From an optimization exercise on the open Yosys and OpenROAD flow, aimed at small area; shortcuts taken in it are not production practice.
Function was checked by simulation only, so behaviour that the tests miss may differ from the original.
Power and IR drop assume default switching activity.

**design/flow/flow/run.sh**
```bash
#!/bin/bash
# Own flow: ORFS synthesis as synth_recipe.tcl runs it, but with an area-oriented
# abc script for the combinational logic (registers are mapped before abc, so
# they keep the standard synthesis's names and cells); then the standard
# layout from floorplan to finish, with larger clock-tree clusters, no CTS dummy
# loads, and the largest plain buffers kept out of buffering and repair.
set -euo pipefail
W=$PWD
export MY_ABC_SCRIPT=$W/flow/area.abc
make -C "$FLOW_HOME" DESIGN_CONFIG=$W/config.mk WORK_HOME=$W/orfs CLKGATE_MAP_FILE= \
  SYNTH_SCRIPT=$W/flow/synth.tcl synth > $W/synth.log 2>&1
export CTS_ARGS="-sink_clustering_enable -repair_clock_nets -buf_list sky130_fd_sc_hd__clkbuf_8 -sink_clustering_size 16 -sink_clustering_max_diameter 60 -dont_use_dummy_load"
# The platform's own don't-use list, plus the big buffers. On make's command
# line it replaces the platform's list, so that list is repeated here.
PLATFORM_DONT_USE="$(make -s -C "$FLOW_HOME" DESIGN_CONFIG=$W/config.mk WORK_HOME=$W/orfs print-DONT_USE_CELLS | sed -n 's/^DONT_USE_CELLS: //p')"
EXTRA_DONT_USE="sky130_fd_sc_hd__buf_6 sky130_fd_sc_hd__buf_8 sky130_fd_sc_hd__buf_12 sky130_fd_sc_hd__buf_16 sky130_fd_sc_hd__bufbuf_8 sky130_fd_sc_hd__bufbuf_16"
echo "DONT_USE_CELLS: $PLATFORM_DONT_USE $EXTRA_DONT_USE" > $W/dont_use.log
bash standard.sh "DONT_USE_CELLS=$PLATFORM_DONT_USE $EXTRA_DONT_USE" finish > $W/layout.log 2>&1
```
**design/flow/flow/area.abc**
```
strash; &get -n; &st; &dch; &nf -R 1000; &put; strash; &get -n; &st; &dch; &nf -R 1000; &put; strash; &get -n; &st; &dch; &nf -R 1000; &put; strash; &get -n; &st; &dch; &nf -R 1000; &put
```
**design/flow/flow/synth.tcl**
```tcl
# Same as synth_recipe.tcl, except that the final abc call runs flow/area.abc.
proc synth {args} { yosys synth -nofsm -noshare {*}$args }
proc abc {args} {
  set i [lsearch -exact $args -script]
  if {$i >= 0} { lset args [expr {$i + 1}] $::env(MY_ABC_SCRIPT) }
  yosys abc {*}$args
}
source $::env(SCRIPTS_DIR)/synth.tcl
# left out here: clear keep_hierarchy, flatten, clean up, hide names made inside functions, write 1_2_yosys.v
```
**design/flow/standard.sh**
```bash
#!/bin/bash
# synth_recipe.tcl (not shown) runs the flow's synth.tcl, then flattens the netlist and writes it again
# the make line also repeats each setting of config.mk as NAME=value (left out here)
make -C /OpenROAD-flow-scripts/flow DESIGN_CONFIG=/design/flow/config.mk WORK_HOME=/design/flow/orfs CLKGATE_MAP_FILE= SYNTH_SCRIPT=/design/flow/synth_recipe.tcl "${@:-finish}"
```
**design/flow/config.mk**
```make
export PLATFORM = sky130hd
export DESIGN_NAME = bank_htu
export DESIGN_NICKNAME = bank_htu
export VERILOG_FILES = /design/flow/design.v
export SDC_FILE = /design/flow/constraint.sdc
export NUM_CORES = 4
export LEC_CHECK = 0
export CAP_MARGIN = 5
export CORE_MARGIN = 2
export CORE_UTILIZATION = 55
export GPL_TIMING_DRIVEN = 0
export PLACE_DENSITY = 0.7
export SETUP_SLACK_MARGIN = 0.15
export SLEW_MARGIN = 5
```
**design/flow/constraint.sdc**
```tcl
create_clock -name core_clock -period 5.0 [get_ports {clk_i}]
set_input_delay 1.0000 -clock core_clock [delete_from_list [all_inputs] [get_ports {clk_i}]]
set_output_delay 1.0000 -clock core_clock [all_outputs]
set_load 0.01 [all_outputs]
```
**design/flow/design.v**
```verilog
module bank_htu #(
  parameter int NUM_WAYS = 2
) (
  input  logic        clk_i,
  input  logic        rst_i,
  input  logic        wb_cyc_i,
  input  logic        wb_stb_i,
  input  logic        wb_we_i,
  input  logic [31:0] wb_adr_i,
  input  logic [31:0] wb_dat_i,
  output logic [31:0] wb_dat_o,
  output logic        wb_ack_o
);
  localparam int NL = 32;
  logic        ack_q;
  logic        pend_q;     
  logic [7:0]  res_q;      
  logic [21:0] tag_q   [NL];
  logic [2:0]  code_q  [NL];
  logic [NL-1:0] valid_q;
  logic [15:0] rr_q;
  logic [21:0] tag_in;
  logic [3:0]  set_idx;
  logic        half;
  logic [1:0]  op;
  logic        cmd_req;
  logic        cmd;
  assign tag_in  = wb_adr_i[31:10];
  assign set_idx = wb_adr_i[9:6];
  assign half    = wb_adr_i[5];
  assign op      = wb_dat_i[1:0];
  assign cmd_req = wb_cyc_i & wb_stb_i & ~ack_q;
  assign cmd     = cmd_req & wb_we_i;
  logic [15:0] set_oh;
  always_comb begin
    for (int s = 0; s < 16; s++) set_oh[s] = (set_idx == 4'(s));
  end
  logic [21:0] tag0, tag1;
  logic [2:0]  code0, code1;
  logic        v0, v1, rr;
  always_comb begin
    tag0  = '0; tag1  = '0;
    code0 = '0; code1 = '0;
    v0    = 1'b0; v1  = 1'b0;
    rr    = 1'b0;
    for (int s = 0; s < 16; s++) begin
      tag0  = tag0  | ({22{set_oh[s]}} & tag_q[2*s]);
      tag1  = tag1  | ({22{set_oh[s]}} & tag_q[2*s+1]);
      code0 = code0 | ({3{set_oh[s]}}  & code_q[2*s]);
      code1 = code1 | ({3{set_oh[s]}}  & code_q[2*s+1]);
      v0    = v0    | (set_oh[s] & valid_q[2*s]);
      v1    = v1    | (set_oh[s] & valid_q[2*s+1]);
      rr    = rr    | (set_oh[s] & rr_q[s]);
    end
  end
  function automatic logic [3:0] decode(input logic [2:0] c);
    logic v0, v1, d0, d1;
    v0 = c[2] | ~c[1];
    v1 = c[2] |  c[1];
    d0 = c[2] ? c[1] : (~c[1] & c[0]);
    d1 = c[2] ? c[0] : ( c[1] & c[0]);
    decode = {d1, v1, d0, v0};
  endfunction
  function automatic logic [3:0] hit_next(input logic [3:0] st, input logic [1:0] o,
                                          input logic h);
    logic v0, v1, d0, d1;
    v0 = st[0];
    d0 = st[1];
    v1 = st[2];
    d1 = st[3];
    case (o)
      2'd0: begin  
        if (h) v1 = 1'b1; else v0 = 1'b1;
      end
      2'd1: begin  
        if (h) begin v1 = 1'b1; d1 = 1'b1; end
        else   begin v0 = 1'b1; d0 = 1'b1; end
      end
      2'd2: begin  
        d0 = 1'b0; d1 = 1'b0;
      end
      default: begin  
        v0 = 1'b0; d0 = 1'b0;
        v1 = 1'b0; d1 = 1'b0;
      end
    endcase
    hit_next = {d1, v1, d0, v0};
  endfunction
  logic       hit0, hit1, hit, alloc, victim, way;
  logic [3:0] st0, st1, hn0, hn1, an, nst;
  logic       vdirty;
  assign st0 = decode(code0);
  assign st1 = decode(code1);
  assign hn0 = hit_next(st0, op, half);
  assign hn1 = hit_next(st1, op, half);
  assign an  = {half & op[0], half, ~half & op[0], ~half};
  assign hit0   = v0 & (tag0 == tag_in);
  assign hit1   = v1 & (tag1 == tag_in);
  assign hit    = hit0 | hit1;
  assign alloc  = ~op[1] & ~hit;
  assign victim = v0 & (~v1 | rr);
  assign way    = hit1 | (alloc & victim);
  assign vdirty = alloc & v0 & v1 & (rr ? (st1[3] | st1[1]) : (st0[3] | st0[1]));
  assign nst    = ({4{hit0}} & hn0) | ({4{hit1}} & hn1) | ({4{alloc}} & an);
  logic [7:0] res_d;
  assign res_d[0] = hit;
  assign res_d[1] = way;
  assign res_d[2] = alloc;
  assign res_d[3] = vdirty;
  assign res_d[5:4] = {nst[1], nst[0] & ~nst[1]};
  assign res_d[7:6] = {nst[3], nst[2] & ~nst[3]};
  always_ff @(posedge clk_i or posedge rst_i) begin
    if (rst_i) begin
      ack_q  <= 1'b0;
      pend_q <= 1'b0;
      res_q  <= '0;
    end
    else begin
      ack_q  <= cmd_req;
      pend_q <= cmd;
      if (cmd) res_q <= res_d;
    end
  end
  logic       w_touch, w_way;
  logic       w_v0, w_v1, w_d0, w_d1, w_valid;
  logic [2:0] w_code;
  assign w_touch = pend_q & (res_q[0] | res_q[2]);
  assign w_way   = res_q[1];
  assign w_d0    = res_q[5];
  assign w_v0    = res_q[5] | res_q[4];
  assign w_d1    = res_q[7];
  assign w_v1    = res_q[7] | res_q[6];
  assign w_valid = w_v0 | w_v1;             
  assign w_code[2] = w_v0 & w_v1;
  assign w_code[1] = (w_v0 & w_v1) ? w_d0 : w_v1;
  assign w_code[0] = w_v0 ? (w_v1 ? w_d1 : w_d0) : w_d1;
  logic [NL-1:0] we;
  logic [1:0]    wsel;
  assign wsel = {w_touch & w_way, w_touch & ~w_way};
  always_comb begin
    for (int l = 0; l < NL; l++) we[l] = set_oh[l/2] & wsel[l%2];
  end
  for (genvar l = 0; l < NL; l++) begin : g_line
    logic keep;
    assign keep = valid_q[l] & ~we[l];
    always_ff @(posedge clk_i) begin
      tag_q[l]  <= (tag_q[l]  & {22{keep}}) | (tag_in & {22{we[l]}});
      code_q[l] <= (code_q[l] & {3{keep}})  | (w_code & {3{we[l]}});
    end
  end
  always_ff @(posedge clk_i or posedge rst_i) begin
    if (rst_i) valid_q <= '0;
    else begin
      for (int l = 0; l < NL; l++) begin
        if (we[l]) valid_q[l] <= w_valid;
      end
    end
  end
  logic rr_adv;
  assign rr_adv = pend_q & res_q[2] & v0 & v1;
  always_ff @(posedge clk_i or posedge rst_i) begin
    if (rst_i) rr_q <= '0;
    else       rr_q <= rr_q ^ (set_oh & {16{rr_adv}});
  end
  assign wb_ack_o = ack_q;
  assign wb_dat_o = {23'd0, res_q[7:4], res_q[3], res_q[2], 1'b0, res_q[1], res_q[0]};
endmodule
```
==> results of run 1 <==
==> registers in the layout (all words and copies together), names as in the netlist <==
name / flops
rr_q: 16
ack_q: 1
code_q: 96
res_q: 8
pend_q: 1
valid_q: 32
tag_q: 704
==> cells in the final DEF (no fill, tap or decap), drive strengths merged, types with 3 or more instances in the layout <==
master / count
nor2: 103
nand2: 75
nor2b: 20
dfrtp: 58
a221oi: 50
and2: 17
o21ai: 13
and3: 6
nand3: 58
xnor2: 11
nand2b: 6
a22o: 807
a21oi: 10
xor2: 28
clkinv: 7
o22ai: 6
nor4: 6
a22oi: 125
nand4: 35
nand3b: 3
nor3: 11
o21bai: 30
conb: 24
a222oi: 161
dfxtp: 800
clkbuf: 64
buf: 159
==> area by class of cell <==
type	count	area (sq um)
Clock buffer	60	826
Timing Repair Buffer	136	823
Inverter	7	27.5
Antenna cell	1	2.50
Multi-Input combinational cell	1628	13300
Tap cell	696	871
Sequential cell	858	17500
Buffer	27	203
Fill cell	4312	20600
==> path summary, 6_finish.rpt <==
kind                              from             to  cells after the start
max                        wb_adr_i[7]       res_q[5]                     19
min in group core_clock       wb_stb_i          ack_q                      3
max in group asynchronous        rst_i    valid_q[21]                      3
min reg2reg                      ack_q          ack_q                      1
min                              rst_i          ack_q                      2
max reg2reg                   res_q[2]  tag_q[18][14]                      7
==> power groups by stage <==
stage	Sequential, mW	Combinational, mW	Clock (mW)
after floorplan	7.08	0.458	0
after global placement	7.09	0.970	0
after detailed placement	7.10	1.07	0
after CTS	6.94	1.08	3.22
after global routing	6.95	1.16	3.47
final	6.94	1.15	3.24
==> cell families (layout without fill, tap and decap cells) <==
| group | Yosys count | after routing |
|---|---|---|
| AO/OA/AOI/OAI | 1219 | 1219 |
| flip-flops | 858 | 858 |
| AND/OR/NAND/NOR | 342 | 346 |
| XOR/XNOR | 39 | 39 |
| buffers and inverters | 34 | 230 |
| other | 1 | 25 |
==> repair_timing <==
item	in CTS	in global routing
buffers inserted	18	8
cloned	4	0
setup endpoints to repair	24	7
pin swaps	16	5
gates resized for setup	21	24
==> critical path: cells and delay by family <==
family | cells | cell delay (ns)
buffers and inverters | 5 | 1.20
xor gates and xnor gates | 1 | 0.25
and+or+nand+nor | 7 | 1.22
AOI/OAI and AO/OA | 6 | 1.59
==> routing by layer <==
metal	global-route usage (%)	wire length (microns)	vias up
li1	-	-	10867
met1	53.2	44700	13193
met2	56.5	47700	1940
met3	12.7	15700	313
met4	16.3	4870	6
met5	1.82	164	-
==> through the flow <==
stage	cell area, sq um	instances	setup TNS (ns)	hold slack (ns)	total power [mW]
2_1_floorplan	30400	2516	0	0.441	7.54
3_3_place_gp	31500	3254	-1067.46	0.424	8.06
3_5_place_dp	32400	3322	-26.33	0.427	8.17
4_1_cts	33400	3404	0	0.0925	11.2
5_1_grt	33500	3412	0	0.125	11.6
6_report	33500	3413	0	0.0973	11.3
==> qor.yml, run 1 <==
floorplan:
  core-area_sq_mm: 0.0541
  die_area_sq_mm: 0.0569
  die_y_microns: 238
  dieWidth_microns: 238
  ioPinCount: 102
  initial_core_util_pct: 55.9
  rows: 85
cts:
  path_clk_slew_ns: 0.11
  cts_buffers: 60
  cts.sinks: 858
  clk_path_buf_depth: 3
  worstSkewPairLatency_ns: 0.76
  tritoncts: "done"
  cts.htree.levels: 2
  clockRootBuffer: "clkbuf_8"
  hold_buffers: 0
critical_path:
  r2r_setup_slack_ns: 1.19
  crit_path_end_kind: "flop"
  slowest_stage: "a222oi_1"
  critPathMaxStageDelay_ns: 0.36
  crit_chain: "clkbuf_4, nand2b_4, buf_4, nor2_4, buf_4, buf_4, a222oi_1, nand2_1, a221oi_4, nand4_1, xor2_1, a221oi_1, nand3_1, nor4_2, nand4_1, buf_2, o22a_1, o221ai_1, a21boi_0"
  cp_max_fo: 23
  cp.required_ns: 5.65
  cp_common_cell: "buf_4"
  cp.arrival_ns: 5.29
  critical_path_class: "in2reg"
  cp-start-kind: "input port"
drt:
  via_per_inst: 7.71
  wl_per_cell_microns: 33.1
  drtIter0Drc: 4988
  route.vias.total: 26319
  drtPass1Iterations: 8
  drc_errors: 0
  drt.antenna.violating_nets: 0
  drt_wl_total_microns: 113000
synthesis:
  synth_ff_type: "dfxtp_1"
  synth_cells: 2493
  synth_compound_area_share_pct: 35.0
  synth_common_cells: "a22o_1 (807), dfxtp_1 (800), a222oi_1 (161)"
  synth_edf_count: 0
  synth_area_leaders: "dfxtp_1 (53%), a22o_1 (23%), a222oi_1 (5.3%)"
  async_flop_share_pct: 6.76
  yosysSeqAreaShare_pct: 57.8
  synthAdderAreaFrac_pct: 0
  synth_xor_area_share_pct: 1.13
  synth.most_common_cell: "a22o_1"
  avgSynthCellArea_sq_um: 12.1
  synthMuxAreaShare_pct: 0
  yosysTopAreaCellShare_pct: 53.0
  yosys.area_share.simple_pct: 5.38
  netlist_area_sq_mm: 0.0302
  synth_top_family_by_area: "compound AO/OA/AOI/OAI gates"
  ys_types: 43
  yosysTopAreaCell: "dfxtp_1"
  ys_warn_count: 3
  ys_ff_latch: 858
layout:
  finalCoreUtilization_pct: 61.9
  nets: 2787
  area_growth_pct: 10.9
  drive_gt1_share_pct: 10.8
sta:
  min_period_ns: 4.64
  rsz0062_at_grt: "false"
  clock.fmax_mhz: 216
  hold_viol_final: 0
  finalWorstSetupSlack_ns: 0.362
  relSlewSlack_pct: 16.1
  finClkSkew_ns: 0.0451
  final-setup-viol-count: 0
  worstMarginPinSlew_ns: 1.25
  drv_slew: 0
  period_share_pct: 92.8
global_route:
  grt_usage_pct: 38.9
  grt_pass1_wl_microns: 167000
  grt_pass1_vias: 25607
  antenna_found_initial: 2
  grt_start_max_net_pins: 49
  globalRouteOverflowTotal: 0
power:
  switching_share_pct: 27.8
  p_sw_mw: 3.15
  leakage_nw: 12.7
  seq_power_share_pct: 61.3
  peakVddDrop_uv: 206
  p_int_mw: 8.18
  combinationalPowerShare_pct: 10.1
  power_density_mw_per_mm2: 338
  clkPwrFrac_pct: 28.6
placed_design:
  port_buffers: 42
  gp_congestion: 0.928
  place_hpwl_microns: 64400
  pre_cts_slack_ns: -1.75
worst_hold_path:
  hp-class: "in2async"
outcome:
  status: "timing/DRC/antenna clean"
job:
  cap_viol_max_count: 0
==> run 2: changes to the inputs <==
--- a/design/flow/flow/run.sh
+++ b/design/flow/flow/run.sh
@@ -5,3 +5,3 @@
 # layout from floorplan to finish, with larger clock-tree clusters, no CTS dummy
-# loads, and the largest plain buffers kept out of buffering and repair.
+# loads, and the larger plain buffers kept out of buffering and repair.
 set -euo pipefail
@@ -15,3 +15,3 @@
 PLATFORM_DONT_USE="$(make -s -C "$FLOW_HOME" DESIGN_CONFIG=$W/config.mk WORK_HOME=$W/orfs print-DONT_USE_CELLS | sed -n 's/^DONT_USE_CELLS: //p')"
-EXTRA_DONT_USE="sky130_fd_sc_hd__buf_6 sky130_fd_sc_hd__buf_8 sky130_fd_sc_hd__buf_12 sky130_fd_sc_hd__buf_16 sky130_fd_sc_hd__bufbuf_8 sky130_fd_sc_hd__bufbuf_16"
+EXTRA_DONT_USE="sky130_fd_sc_hd__buf_4 sky130_fd_sc_hd__buf_6 sky130_fd_sc_hd__buf_8 sky130_fd_sc_hd__buf_12 sky130_fd_sc_hd__buf_16 sky130_fd_sc_hd__bufbuf_8 sky130_fd_sc_hd__bufbuf_16"
 echo "DONT_USE_CELLS: $PLATFORM_DONT_USE $EXTRA_DONT_USE" > $W/dont_use.log
--- a/design/flow/config.mk
+++ b/design/flow/config.mk
@@ -7,3 +7,3 @@
 export LEC_CHECK = 0
-export CAP_MARGIN = 5
+export CAP_MARGIN = 10
 export CORE_MARGIN = 2
@@ -13,2 +13,2 @@
 export SETUP_SLACK_MARGIN = 0.15
-export SLEW_MARGIN = 5
+export SLEW_MARGIN = 10
==> qor.yml, run 2 <==
critical_path:
  cp-startpoint: "wb_adr_i[8]"
  critical_path_class: "in2reg"
  r2r-start: "res_q[0]"
  cp-start-kind: "input port"
  cp.arrival_ns: 5.47
  cp.required_ns: 5.62
  crit_path_end_kind: "flop"
  cp_max_fo: 26
sta:
  period_share_pct: 96.9
  finalWorstSetupSlack_ns: 0.153
  finClkSkew_ns: 0.0624
  final-setup-viol-count: 0
  clock.fmax_mhz: 206
  relSlewSlack_pct: 16.5
  rsz0062_at_grt: "false"
  drv_slew: 0
  setup-tns-final_ns: 0
  worstMarginPinSlew_ns: 1.25
  hold_viol_final: 0
  min_period_ns: 4.85
  whs_ns: 0.137
floorplan:
  ioPinCount: 102
  core-area_sq_mm: 0.0541
  rows: 85
  initial_core_util_pct: 55.9
  dieWidth_microns: 238
  die_area_sq_mm: 0.0569
  die_y_microns: 238
synthesis:
  synth_common_cells: "a22o_1 (807), dfxtp_1 (800), a222oi_1 (161)"
  ys_types: 43
  ys_warn_count: 3
  synth_edf_count: 0
  synth_area_leaders: "dfxtp_1 (53%), a22o_1 (23%), a222oi_1 (5.3%)"
  synth_cells: 2493
  yosysTopAreaCellShare_pct: 53.0
  async_flop_share_pct: 6.76
  ys_ff_latch: 858
  synth.most_common_cell: "a22o_1"
  synth_ff_type: "dfxtp_1"
  yosysTopAreaCell: "dfxtp_1"
  yosysSeqAreaShare_pct: 57.8
  avgSynthCellArea_sq_um: 12.1
  netlist_area_sq_mm: 0.0302
drt:
  wl_met3_microns: 16900
  drtIter0Drc: 5024
  wl_per_cell_microns: 33.2
  drtPass1Iterations: 10
  met2_length_microns: 47600
  drc_errors: 0
  wl_met1_microns: 44500
  drt.antenna.violating_nets: 0
  via_per_inst: 7.72
  top_layer_used: "met4"
  drt_wl_total_microns: 115000
  route.vias.total: 26637
global_route:
  globalRouteOverflowTotal: 0
  grt_pass1_vias: 25549
  grt_start_max_net_pins: 48
  grt_usage_pct: 39.5
  antenna_found_initial: 1
  grt_pass1_wl_microns: 169000
cts:
  cts.sinks: 858
  cts.htree.levels: 2
  tritoncts: "done"
  path_clk_slew_ns: 0.11
  worstSkewPairLatency_ns: 0.75
  clockRootBuffer: "clkbuf_8"
  clk_path_buf_depth: 3
  hold_buffers: 0
  cts_buffers: 61
worst_hold_path:
  hp-class: "in2async"
outcome:
  status: "timing/DRC/antenna clean"
layout:
  drive_gt1_share_pct: 11.2
  area_growth_pct: 11.2
  layout_commonest_cell: "a22o_1"
  nets: 2822
  stdcell_count: 3449
  top_register: "tag_q"
  mostFrequentLayoutCells: "a22o_1 (807), dfxtp_1 (800), a222oi_1 (161)"
  largest_register_ffs: 704
  reg_top3: "tag_q: 704 flops, code_q: 96 flops, valid_q: 32 flops"
power:
  peakVddDrop_uv: 212
  p_int_mw: 8.19
  p_sw_mw: 3.15
  leakage_nw: 12.8
  combinationalPowerShare_pct: 10.0
  switching_share_pct: 27.8
  seq_power_share_pct: 61.2
  clkPwrFrac_pct: 28.7
  power_density_mw_per_mm2: 337
placed_design:
  place_hpwl_microns: 65200
  dpl.cell_count: 3330
  pre_cts_slack_ns: -2.15
  port_buffers: 42
  gp_congestion: 0.928
job:
  cap_viol_max_count: 0
run 2: layer usage:
| metal | GRT usage, % | vias up |
|---|---|---|
| li1 | - | 10936 |
| met1 | 53.7 | 13264 |
| met2 | 56.6 | 2103 |
| met3 | 13.2 | 334 |
| met4 | 18.7 | 0 |
| met5 | 0 | - |
run 2: repair_timing:
item | in CTS | in global routing
resized for setup | 35 | 29
gates cloned | 12 | 0
setup buffers | 39 | 6
setup endpoints to repair | 24 | 7
pin swaps | 14 | 7
run 2: cell families (layout without fill, tap and decap cells):
kind of cell / count (synthesis) / in the layout / synth area share, %
buf+inv: 34 / 268 / 0.757
compound gates: 1219 / 1219 / 35.0
xor+xnor: 39 / 39 / 1.13
simple gates: 342 / 343 / 5.38
flops: 858 / 858 / 57.8
other cells: 1 / 26 / 0.0124
run 2: area by class of cell:
| type | count | area [sq um] |
|---|---|---|
| inverters | 7 | 27.5 |
| multi-input cells | 1625 | 13300 |
| plain buffers | 27 | 203 |
| flip-flops and latches | 858 | 17500 |
| diodes | 2 | 5.00 |
| fillers | 4267 | 20500 |
| clock buffers | 61 | 840 |
| well taps | 696 | 871 |
| repair buffers | 173 | 891 |
run 2: power by group through the flow:
stage,registers (mW),logic (mW),clock network [mW]
floorplan,7.08,0.458,0
global placement,7.09,0.970,0
detailed placement,7.10,1.06,0
CTS,6.94,1.08,3.24
global route,6.95,1.15,3.49
finish,6.94,1.14,3.26
run 2: path summary, 6_finish.rpt:
path                            cells after the start             to  slack [ns]
worst max-delay path                               17       res_q[6]        0.15
worst min-delay path                                2          ack_q        0.14
worst max register to register                      7  code_q[18][2]        1.18
worst min register to register                      1          ack_q        0.44
max in group asynchronous                           3    valid_q[21]        3.48
min in group core_clock                             3          ack_q        0.44
run 2: worst max-delay path: stages:
cell	delay, ns
clkbuf_4	0.28
nand2b_2	0.32
nor2_4	0.08
buf_2	0.38
buf_2	0.41
a222oi_1	0.80
nand4_1	0.45
nor2_1	0.24
xnor2_1	0.10
nor4b_1	0.33
nand3b_1	0.10
buf_2	0.22
nor3b_1	0.26
a21oi_1	0.08
a21oi_1	0.14
nor2_1	0.07
a22o_1	0.19
run 2: per-stage QoR:
step	util, %	area (sq um)	power, mW
floorplan	-	30400	7.54
finish	62.1	33600	11.3
CTS	61.8	33500	11.3
detailed placement	59.7	32300	8.15
global route	62.1	33600	11.6
global placement	58.1	31500	8.06
==> run 3: changes to the inputs <==
==> design/flow/flow/run.sh (replaced) <==
#!/bin/bash
# Own flow: ORFS synthesis as synth_recipe.tcl runs it, but with an area-oriented
# abc script for the combinational logic (registers are mapped before abc, so
# they keep the standard synthesis's names and cells); then the standard
# layout from floorplan to finish, with larger clock-tree clusters, no CTS dummy
# loads, the largest plain buffers kept out of buffering and repair, and one
# tie cell for all the constant outputs.
set -euo pipefail
W=$PWD
export MY_ABC_SCRIPT=$W/flow/area.abc
make -C "$FLOW_HOME" DESIGN_CONFIG=$W/config.mk WORK_HOME=$W/orfs CLKGATE_MAP_FILE= \
  SYNTH_SCRIPT=$W/flow/synth.tcl synth > $W/synth.log 2>&1
export CTS_ARGS="-sink_clustering_enable -repair_clock_nets -buf_list sky130_fd_sc_hd__clkbuf_8 -sink_clustering_size 14 -sink_clustering_max_diameter 50 -dont_use_dummy_load"
# The platform's own don't-use list, plus the big buffers. On make's command
# line it replaces the platform's list, so that list is repeated here.
PLATFORM_DONT_USE="$(make -s -C "$FLOW_HOME" DESIGN_CONFIG=$W/config.mk WORK_HOME=$W/orfs print-DONT_USE_CELLS | sed -n 's/^DONT_USE_CELLS: //p')"
EXTRA_DONT_USE="sky130_fd_sc_hd__buf_6 sky130_fd_sc_hd__buf_8 sky130_fd_sc_hd__buf_12 sky130_fd_sc_hd__buf_16 sky130_fd_sc_hd__bufbuf_8 sky130_fd_sc_hd__bufbuf_16"
echo "DONT_USE_CELLS: $PLATFORM_DONT_USE $EXTRA_DONT_USE" > $W/dont_use.log
bash standard.sh "DONT_USE_CELLS=$PLATFORM_DONT_USE $EXTRA_DONT_USE" SKIP_REPAIR_TIE_FANOUT=1 finish > $W/layout.log 2>&1
--- a/design/flow/config.mk
+++ b/design/flow/config.mk
@@ -9,6 +9,6 @@
 export CORE_MARGIN = 2
-export CORE_UTILIZATION = 55
+export CORE_UTILIZATION = 60
 export GPL_TIMING_DRIVEN = 0
-export PLACE_DENSITY = 0.7
-export SETUP_SLACK_MARGIN = 0.15
+export PLACE_DENSITY = 0.72
+export SETUP_SLACK_MARGIN = 0.08
 export SLEW_MARGIN = 10
==> qor.yml, run 3 <==
synthesis:
  synth_edf_count: 0
  ys_ff_latch: 858
  async_flop_share_pct: 6.76
  synth.most_common_cell: "a22o_1"
  ys_warn_count: 3
  synth_cells: 2493
  synth_common_cells: "a22o_1 (807), dfxtp_1 (800), a222oi_1 (161)"
  synth_area_leaders: "dfxtp_1 (53%), a22o_1 (23%), a222oi_1 (5.3%)"
  ys_types: 43
  yosysTopAreaCell: "dfxtp_1"
  yosysSeqAreaShare_pct: 57.8
  netlist_area_sq_mm: 0.0302
  yosysTopAreaCellShare_pct: 53.0
  avgSynthCellArea_sq_um: 12.1
  synth_ff_type: "dfxtp_1"
placed_design:
  pre_cts_slack_ns: -1.79
  place_hpwl_microns: 67700
  placed_area_sq_mm: 0.0325
  port_buffers: 42
  gp_congestion: 0.833
floorplan:
  die_area_sq_mm: 0.0522
  dieWidth_microns: 228
  initial_core_util_pct: 60.5
  die_y_microns: 228
  ioPinCount: 102
  rows: 82
  core-area_sq_mm: 0.0500
critical_path:
  slowest_stage: "a2111oi_1"
  r2r-start: "tag_q[11][19]"
  cp.arrival_ns: 5.31
  critPathMaxStageDelay_ns: 0.63
  cp-start-kind: "input port"
  cp.required_ns: 5.59
  cp_top_family: "compound AO/OA/AOI/OAI gates"
  cp_common_cell: "buf_4"
  crit_chain: "buf_2, nor3_4, buf_4, buf_4, buf_4, a222oi_1, nand4_1, a221oi_1, nand3_1, a221oi_1, nor2_1, a2111oi_1, nand3b_1, buf_4, nor3b_1, a21oi_1, a21oi_1, nor2_1, a22o_1"
  crit_path_end_kind: "flop"
  cp-startpoint: "wb_adr_i[8]"
  r2r_setup_slack_ns: 1.43
  critical_path_class: "in2reg"
  worst-path-buf-inv: 5
  cp_max_fo: 16
global_route:
  globalRouteOverflowTotal: 0
  grt_start_max_net_pins: 43
  grt_usage_pct: 42.5
  antenna_found_initial: 2
  grt_pass1_vias: 26602
  grt_pass1_wl_microns: 170000
power:
  power_mw: 11.7
  clkPwrFrac_pct: 30.6
  p_sw_mw: 3.23
  switching_share_pct: 27.6
  p_int_mw: 8.47
  power_density_mw_per_mm2: 347
  seq_power_share_pct: 59.3
  peakVddDrop_uv: 274
  combinationalPowerShare_pct: 10.1
  leakage_nw: 12.8
cts:
  clockRootBuffer: "clkbuf_8"
  tritoncts: "done"
  path_clk_slew_ns: 0.09
  worstSkewPairLatency_ns: 0.71
  cts.htree.levels: 3
  clk_path_buf_depth: 3
  hold_buffers: 0
  cts_buffers: 76
  cts.sinks: 858
layout:
  drive_gt1_share_pct: 12.2
  diodes: 0
  largest_register_ffs: 704
  mostFrequentLayoutCells: "a22o_1 (807), dfxtp_1 (800), a222oi_1 (161)"
  top_register: "tag_q"
  design_area_sq_mm: 0.0337
  area_growth_pct: 11.6
  reg_top3: "tag_q: 704 flops, code_q: 96 flops, valid_q: 32 flops"
  layout_commonest_cell: "a22o_1"
  nets: 2794
sta:
  finClkSkew_ns: 0.0384
  final-setup-viol-count: 0
  min_period_ns: 4.73
  period_share_pct: 94.5
  hold_viol_final: 0
  worstMarginPinSlew_ns: 1.00
  whs_ns: 0.200
  setup-tns-final_ns: 0
  finalWorstSetupSlack_ns: 0.273
  drv_slew: 0
  clock.fmax_mhz: 212
  relSlewSlack_pct: 33.0
  rsz0062_at_grt: "false"
drt:
  drt.antenna.violating_nets: 0
  drt_wl_total_microns: 114000
  wl_per_cell_microns: 33.5
  route.vias.total: 27006
  via_per_inst: 7.95
  drc_errors: 0
  drtIter0Drc: 5074
  drtPass1Iterations: 8
outcome:
  status: "timing/DRC/antenna clean"
job:
  cap_viol_max_count: 0
worst_hold_path:
  hp-class: "in2async"
-- run 3: cell counts after synthesis --
No cell type changed its count.
-- run 3: power groups by stage --
stage | registers, mW | clock network (mW) | logic [mW]
global route | 6.95 | 3.81 | 1.18
finish | 6.94 | 3.59 | 1.18
CTS | 6.94 | 3.57 | 1.11
floorplan | 7.08 | 0 | 0.458
detailed placement | 7.09 | 0 | 1.10
global placement | 7.09 | 0 | 0.993
-- run 3: per-layer routing --
layer / vias up / GRT usage (%) / wire length (microns)
li1: 10896 / - / -
met1: 13229 / 54.4 / 42100
met2: 2306 / 65.0 / 50000
met3: 571 / 9.76 / 13700
met4: 4 / 26.9 / 7810
met5: - / 0 / 27
-- run 3: worst register-to-register path, delay by kind of cell (launching register included) --
family / cells / cell delay, ns
AOI/OAI and AO/OA: 7 / 2.13
buffers and inverters: 1 / 0.20
DFF: 1 / 0.32
and+or+nand+nor: 6 / 0.82
-- run 3: repair_timing --
action / CTS / global route
setup buffers: 10 / 6
pin swaps: 8 / 4
endpoints found under the setup margin: 8 / 8
gates cloned: 1 / 0
resized for setup: 18 / 19
-- run 3: area by class of cell --
type / instances / area, sq um
buffer: 27 / 203
timing repair buffer: 153 / 982
multi-input combinational: 1602 / 13200
inverter: 7 / 27.5
tap: 672 / 841
fill: 3736 / 16200
sequential: 858 / 17500
clock buffer: 76 / 1050
-- run 3: kinds of logic after synthesis --
family	count (synthesis)	share of synthesized area, %
AOI/OAI and AO/OA	1219	35.0
xor gates and xnor gates	39	1.13
buffers and inverters	34	0.757
DFF	858	57.8
other	1	0.0124
and+or+nand+nor	342	5.38
-- run 3: final timing paths --
check | cells past startpoint | endpoint
max | 19 | res_q[6]
min | 2 | valid_q[9]
max reg2reg | 14 | res_q[6]
min reg2reg | 1 | ack_q
max in group asynchronous | 3 | valid_q[4]
min in group core_clock | 1 | ack_q
-- run 3: stage by stage --
step | utilization, % | instances
after floorplan | - | 2493
after global placement | 62.7 | 3207
after detailed placement | 65.1 | 3302
after CTS | 67.4 | 3389
after global routing | 67.5 | 3395
final | 67.5 | 3395

-- re-timing with driven ports --
The flow's constraints put no driver on any port. The routed layouts listed below were extracted and timed again, unchanged, in two steps.
Step 1, drivers: a clkbuf_16 drives clk_i and a buf_2 each remaining input, both assumed.
Step 2 times the ports against the registers' clock, not the clock port: input delays grow and output delays shrink by t, the midpoint of the rising clock arrivals with the driver on.
Three values: ideal, step 1, step 2; two values: the first two.
run	t, ns	setup WS [ns]	worst register clock-pin slew, ns
run 1	0.798	0.362 / 0.371 / -0.427	0.11 / 0.11
run 2	0.784	0.153 / 0.153 / -0.632	0.11 / 0.11
run 3	0.753	0.273 / 0.313 / -0.440	0.09 / 0.09
Met with ideal ports but missed after step 2: setup timing in every run listed. The setup slack of run 1, which loses most, moves by +0.009 ns with the drivers and by -0.789 ns with both steps.
